Source: an optimization exercise on an open RTL-to-GDS flow (aim: small area and a short achievable clock period). Production flows keep margins and buffers that such runs may drop.
Only simulation tests tie the RTL to the original design; equivalence was not proved.
Power and IR drop assume default switching activity.

**flow/run.sh**
```bash
#!/bin/bash
# synth_recipe.tcl (not shown) runs the flow's synth.tcl, then flattens the netlist and writes it again
# the make line also repeats each setting of config.mk as NAME=value (left out here)
make -C /OpenROAD-flow-scripts/flow DESIGN_CONFIG=/design/flow/config.mk WORK_HOME=/design/flow/orfs CLKGATE_MAP_FILE= SYNTH_SCRIPT=/design/flow/synth_recipe.tcl finish
```
**flow/design.v**
```verilog
package ddr2_pkg;
    localparam int unsigned DDR2_DATA_W    = 144;
    localparam int unsigned DDR2_BURST_LEN = 2;
    typedef enum logic [1:0] {
        IDLE,
        WAIT,
        PAD
    } pad_state_t;
endpackage
module ddr2_sync_fifo #(
    parameter int unsigned DATA_W = 144,
    parameter int unsigned DEPTH  = 32
) (
    input  logic                    clk,
    input  logic                    rst,
    input  logic                    push,
    input  logic [DATA_W-1:0]       wdata,
    input  logic                    pop,
    output logic [DATA_W-1:0]       rdata,
    output logic [$clog2(DEPTH):0]  count,
    output logic                    full,
    output logic                    empty
);
    localparam int unsigned         PTR_W    = $clog2(DEPTH);
    localparam logic [PTR_W:0]      FULL_CNT = (PTR_W+1)'(DEPTH);
    logic [DATA_W-1:0] mem [DEPTH];
    logic [PTR_W-1:0]  wr_ptr;
    logic [PTR_W-1:0]  rd_ptr;
    always_ff @(posedge clk) begin
        if (push) begin
            mem[wr_ptr] <= wdata;
        end
    end
    always_ff @(posedge clk) begin
        if (rst) begin
            wr_ptr <= '0;
            rd_ptr <= '0;
            count  <= '0;
        end else begin
            if (push) begin
                wr_ptr <= wr_ptr + 1'b1;
            end
            if (pop) begin
                rd_ptr <= rd_ptr + 1'b1;
            end
            case ({push, pop})
                2'b10:   count <= count + 1'b1;
                2'b01:   count <= count - 1'b1;
                default: count <= count;
            endcase
        end
    end
    assign rdata = mem[rd_ptr];
    assign full  = (count == FULL_CNT);
    assign empty = (count == '0);
endmodule
module ddr2_wr_stager
#(
    parameter int unsigned       DATA_W        = ddr2_pkg::DDR2_DATA_W,
    parameter int unsigned       DEPTH         = 32,
    parameter int unsigned       BURST_LEN     = ddr2_pkg::DDR2_BURST_LEN,
    parameter int unsigned       FLUSH_TIMEOUT = 64,
    parameter logic [DATA_W-1:0] PAD_WORD      = '0
) (
    input  logic                    clk,
    input  logic                    rst,
    input  logic                    in_valid,
    input  logic [DATA_W-1:0]       in_data,
    output logic                    in_ready,
    input  logic                    flush,
    output logic                    wr_req_from_tmto,
    output logic [DATA_W-1:0]       tmto_fifo_q,
    input  logic                    tmto_fifo_rdacked,
    output logic [$clog2(DEPTH):0]  count,
    output logic [15:0]             pad_cnt,
    output logic                    overflow,
    output logic                    underflow
);
    localparam int unsigned         CNT_W        = $clog2(DEPTH) + 1;
    localparam logic [CNT_W-1:0]    BURST_CNT    = CNT_W'(BURST_LEN);
    localparam logic [15:0]         TIMEOUT_LAST = 16'(FLUSH_TIMEOUT - 1);
    ddr2_pkg::pad_state_t state;
    ddr2_pkg::pad_state_t state_nxt;
    logic [15:0]       idle_cnt;
    logic              full;
    logic              empty;
    logic              prod_push;
    logic              pad_push;
    logic              push;
    logic              pop;
    logic [DATA_W-1:0] wdata;
    logic [CNT_W-1:0]  count_nxt;
    logic              residual_nxt;
    assign in_ready         = !full && (state != ddr2_pkg::PAD);
    assign prod_push        = in_valid && in_ready;
    assign pad_push         = (state == ddr2_pkg::PAD) && !full;
    assign push             = prod_push || pad_push;
    assign pop              = tmto_fifo_rdacked && !empty;
    assign wdata            = pad_push ? PAD_WORD : in_data;
    assign wr_req_from_tmto = (count >= BURST_CNT);
    ddr2_sync_fifo #(
        .DATA_W (DATA_W),
        .DEPTH  (DEPTH)
    ) u_fifo (
        .clk   (clk),
        .rst   (rst),
        .push  (push),
        .wdata (wdata),
        .pop   (pop),
        .rdata (tmto_fifo_q),
        .count (count),
        .full  (full),
        .empty (empty)
    );
    always_comb begin
        count_nxt = count;
        if (push && !pop) begin
            count_nxt = count + 1'b1;
        end else if (pop && !push) begin
            count_nxt = count - 1'b1;
        end
        residual_nxt = (count_nxt % BURST_CNT) != '0;
    end
    always_ff @(posedge clk) begin
        if (rst) begin
            state <= ddr2_pkg::IDLE;
        end else begin
            state <= state_nxt;
        end
    end
    always_comb begin
        state_nxt = state;
        case (state)
            ddr2_pkg::IDLE: begin
                if (residual_nxt) begin
                    state_nxt = ddr2_pkg::WAIT;
                end
            end
            ddr2_pkg::WAIT: begin
                if (!residual_nxt) begin
                    state_nxt = ddr2_pkg::IDLE;
                end else if (flush || (!prod_push && (idle_cnt == TIMEOUT_LAST))) begin
                    state_nxt = ddr2_pkg::PAD;
                end
            end
            ddr2_pkg::PAD: begin
                if (!residual_nxt) begin
                    state_nxt = ddr2_pkg::IDLE;
                end
            end
            default: state_nxt = ddr2_pkg::IDLE;
        endcase
    end
    always_ff @(posedge clk) begin
        if (rst) begin
            idle_cnt <= '0;
        end else if ((state == ddr2_pkg::WAIT) && (state_nxt == ddr2_pkg::WAIT) && !prod_push) begin
            idle_cnt <= idle_cnt + 1'b1;
        end else begin
            idle_cnt <= '0;
        end
    end
    always_ff @(posedge clk) begin
        if (rst) begin
            overflow  <= 1'b0;
            underflow <= 1'b0;
            pad_cnt   <= '0;
        end else begin
            if (in_valid && full) begin
                overflow <= 1'b1;
            end
            if (tmto_fifo_rdacked && empty) begin
                underflow <= 1'b1;
            end
            if (pad_push && (pad_cnt != '1)) begin
                pad_cnt <= pad_cnt + 1'b1;
            end
        end
    end
endmodule
```
**flow/config.mk**
```make
export PLATFORM = sky130hd
export DESIGN_NAME = ddr2_wr_stager
export DESIGN_NICKNAME = ddr2_wr_stager
export VERILOG_FILES = /design/flow/design.v
export SDC_FILE = /design/flow/constraint.sdc
export NUM_CORES = 4
export LEC_CHECK = 0
export CAP_MARGIN = 20
export CORE_MARGIN = 2
export CORE_UTILIZATION = 40
export SLEW_MARGIN = 20
export SYNTH_MEMORY_MAX_BITS = 8192
```
**flow/constraint.sdc**
```tcl
create_clock -name core_clock -period 5.2 [get_ports {clk}]
set_input_delay 1.0400 -clock core_clock [delete_from_list [all_inputs] [get_ports {clk}]]
set_output_delay 1.0400 -clock core_clock [all_outputs]
set_load 0.01 [all_outputs]
```
==> flow_metrics.py <==
metrics = {
    "clock_tree": {
        "cts_num_sinks": 4665,
        "cts_inserted_buffers": 463,
        "clk_pin_slew_ns": 0.06,
        "clock_latency_ns": 0.99,
        "cts_root_buf": "clkbuf_16",
        "ctsHoldBuffers": 0,
        "cts_tree": "built",
        "clock_path_buffers": 4,
        "htreeDepth": 5,
    },
    "finish": {
        "drive_gt1_share_pct": 28.1,
        "finalNonFillerCells": 14405,
        "final_common_cell": "edfxtp_1",
        "final_nets": 8390,
        "seq_area_sq_um": 140000,
        "nFillCells": 35128,
        "layout_common_cells": "4608 x edfxtp_1, 1152 x mux4_2, 552 x o22ai_1",
        "synthToLayoutAreaGrowth_pct": 16.9,
        "multi_input_area_sq_um": 34100,
    },
    "sta": {
        "slew-limit-headroom_pct": 21.7,
        "fin_crit_ns": 5.13,
        "maxSlewViolCount": 0,
        "hold_viol_final": 0,
        "setup_violations": 0,
        "finClkSkew_ns": 0.0984,
        "finalSetupTns_ns": 0,
        "fmax_ghz": 0.195,
        "worst_slew_pin_slew_ns": 1.17,
        "finalCritPeriodShare_pct": 98.7,
    },
    "floorplan": {
        "ios": 319,
        "die_y_um": 665,
        "placementRows": 242,
        "die_w_um": 665,
        "core_sq_um": 435000,
        "initial_core_util_pct": 40.2,
        "fp.dieArea_sq_um": 442000,
    },
    "logic_synthesis": {
        "seq_area_frac_synth_pct": 79.8,
        "async_flop_share_pct": 0,
        "dominantRegCellSynth": "edfxtp_1",
        "yosys_warnings": 2,
        "syn_area_per_cell_sq_um": 23.6,
        "syn-cell-area_sq_um": 175000,
        "ys_ff_latch": 4665,
        "synth.net_count": 7581,
        "synthCells": 7417,
        "synth_edf_count": 4608,
        "yosysUniqueCellTypes": 52,
    },
    "grt": {
        "grt_util_met2_pct": 35.4,
        "grt_max_degree": 97,
        "grt_pass1_vias": 86618,
        "use_met3_pct": 2.99,
        "grt_antenna_before_repair": 30,
        "grt_usage_pct": 21.1,
        "busiest_layer": "met2",
        "grt_pass1_wl_um": 666000,
        "gr-total-overflow": 0,
        "use_met1_pct": 29.2,
    },
    "power": {
        "peakVddDrop_mv": 0.354,
        "p_per_area_nw_per_um2": 451,
        "p_leak_nw": 61.4,
    },
    "min_path": {
        "min_path_type": "reg -> reg",
    },
    "critical_path": {
        "critical_path_required_ns": 4.16,
        "critPathLaunchType": "flop",
        "worstPathMaxFanout": 40,
        "crit_type": "reg -> out",
        "arrival_ns": 4.09,
        "cp-end-kind": "primary output",
    },
    "routing": {
        "wl_per_cell_um": 33.0,
        "dr.pass1.iters": 6,
        "viasPerCell": 5.85,
        "drt_iter0_markers": 10395,
        "num_vias": 84275,
        "wirelength_um": 475000,
        "drtAntennaViolNets": 0,
        "drc": 0,
    },
    "outcome": {
        "outcome": "complete, no violations",
    },
    "run": {
        "maxCapViolCount": 0,
    },
    "placed_design": {
        "gp_congestion": 0.761,
        "dp_cells": 13479,
        "hpwlAfterDp_um": 253000,
        "port_buffers": 318,
    },
}
[path summary, 6_finish.rpt]
kind / endpoint / slack [ns] / from / cells past startpoint
worst max-delay path: tmto_fifo_q[70] / 0.07 / flop / 6
worst min-delay path: idle_cnt[0] / 0.47 / idle_cnt[0] / 1
worst min register to register: idle_cnt[0] / 0.47 / idle_cnt[0] / 1
worst max register to register: idle_cnt[6] / 1.05 / u_fifo.count[0] / 13
[what timing repair did]
item | in CTS | in global routing
pin swaps | 1 | 1
buffers inserted | 16 | 0
resized for setup | 28 | 11
gates cloned | 1 | 0
endpoints found under the setup margin | 100 | 11
hold endpoints to repair | 0 | 0
[metrics by stage]
stage               util (%)  setup WS (ns)  power, mW  hold WS, ns  instance area, sq um
finish                  47.0         0.0669       92.2        0.471                204000
global route            47.0       -0.00359       95.3        0.486                204000
CTS                     46.9        0.00237       93.1        0.462                204000
detailed placement      43.4          0.324       60.5        0.464                189000
global placement        43.4          0.151       60.2        0.444                189000
floorplan                  -         -0.982       54.0        0.430                175000
[where the power goes]
part / switching [mW] / internal, mW
Combinational: 8.41 / 8.26
Sequential: 0.166 / 42.6
Clock: 14.3 / 18.4
Total: 22.9 / 69.3
[state kept, by name (all words and copies together) (netlist names), 2 cells and up, named ones only]
name           cells
idle_cnt          16
pad_cnt           16
state              2
u_fifo.count       6
u_fifo.mem      4608
u_fifo.rd_ptr      5
u_fifo.wr_ptr      5
[Yosys cell counts, drive strengths merged, types with 3 or more instances]
cell type  count  share of area (%)
edfxtp      4608                 79
mux4        1152                 15
o22ai        553                2.0
clkbuf       247               0.53
buf          167               0.47
and2         145               0.52
nor4         125               0.45
nor2          98               0.21
dfxtp         57               0.65
mux2          50               0.32
nor3          33              0.095
nand2         22              0.047
xnor2         19              0.095
inv           16              0.034
ha            15               0.11
nand3         14              0.040
xor2          14              0.070
nand4         11              0.039
a21oi          6              0.017
mux2i          6              0.034
nor2b          6              0.021
and4           5              0.025
nand3b         5              0.021
o21ai          5              0.019
and3           4              0.014
or3            4              0.014
nor4b          3              0.015
or2            3              0.011
[kinds of logic (layout without fill, tap and decap cells)]
| logic type | Yosys count | count (layout) | synth area share, % |
|---|---|---|---|
| AO/OA/AOI/OAI | 577 | 577 | 2.08 |
| AND/OR/NAND/NOR | 489 | 489 | 1.58 |
| multiplexers | 1208 | 1208 | 15.2 |
| other | 0 | 48 | 0 |
| buffers and inverters | 430 | 1636 | 1.04 |
| adder cells (fa/ha/maj) | 15 | 15 | 0.107 |
| XOR/XNOR | 33 | 33 | 0.165 |
| flip-flops | 4665 | 4665 | 79.8 |
[final cells by class]
class                      instances  area share [%]
multi-input combinational       2322            16.7
clock inverter                   299            1.35
clock buffer                     563            5.89
sequential                      4665            68.3
tap                             5734            3.51
inverter                          16          0.0294
antenna                           48          0.0588
timing repair buffer             758            4.19
[metal layers]
| metal | up-vias | share of wire (%) |
|---|---|---|
| met2 | 3680 | 50 |
| met3 | 607 | 7.1 |
| li1 | 33802 | - |
| met4 | 2 | 2.4 |
| met5 | - | 0.0027 |
| met1 | 46184 | 41 |
[critical path: stages (launching register included)]
cell,delay (ns)
dfxtp_4,0.60
or3_4,0.42
buf_12,0.33
o22ai_1,0.33
nor4_4,0.47
buf_4,0.22
clkdlybuf4s50_1,0.56

-- port drivers added, routing unchanged --
No port has a modelled driver above. Below, the same layout with a new extraction and two added sets of constraints.
Step 1 assumes that a clkbuf_16 drives the clock port and a buf_2 every other input.
Step 2, shift: input delay + t, output delay - t, t = (earliest + latest rising clock arrival at the registers) / 2. This alone moves slack from input paths to output paths.
Three values: no drivers, after step 1, after step 2; two values: the first two.
shift t [ns]: 1.059
slack for setup (ns): 0.067 / -0.039 / 0.760
hold slack, ns: 0.471 / 0.425 / 0.471
worst setup path at the end: input to register
slew at the worst register clock pin (ns): 0.07 / 0.07
After both steps setup and hold are still met in this run. The setup slack of this run moves by -0.106 ns with the drivers and by +0.693 ns with both steps.
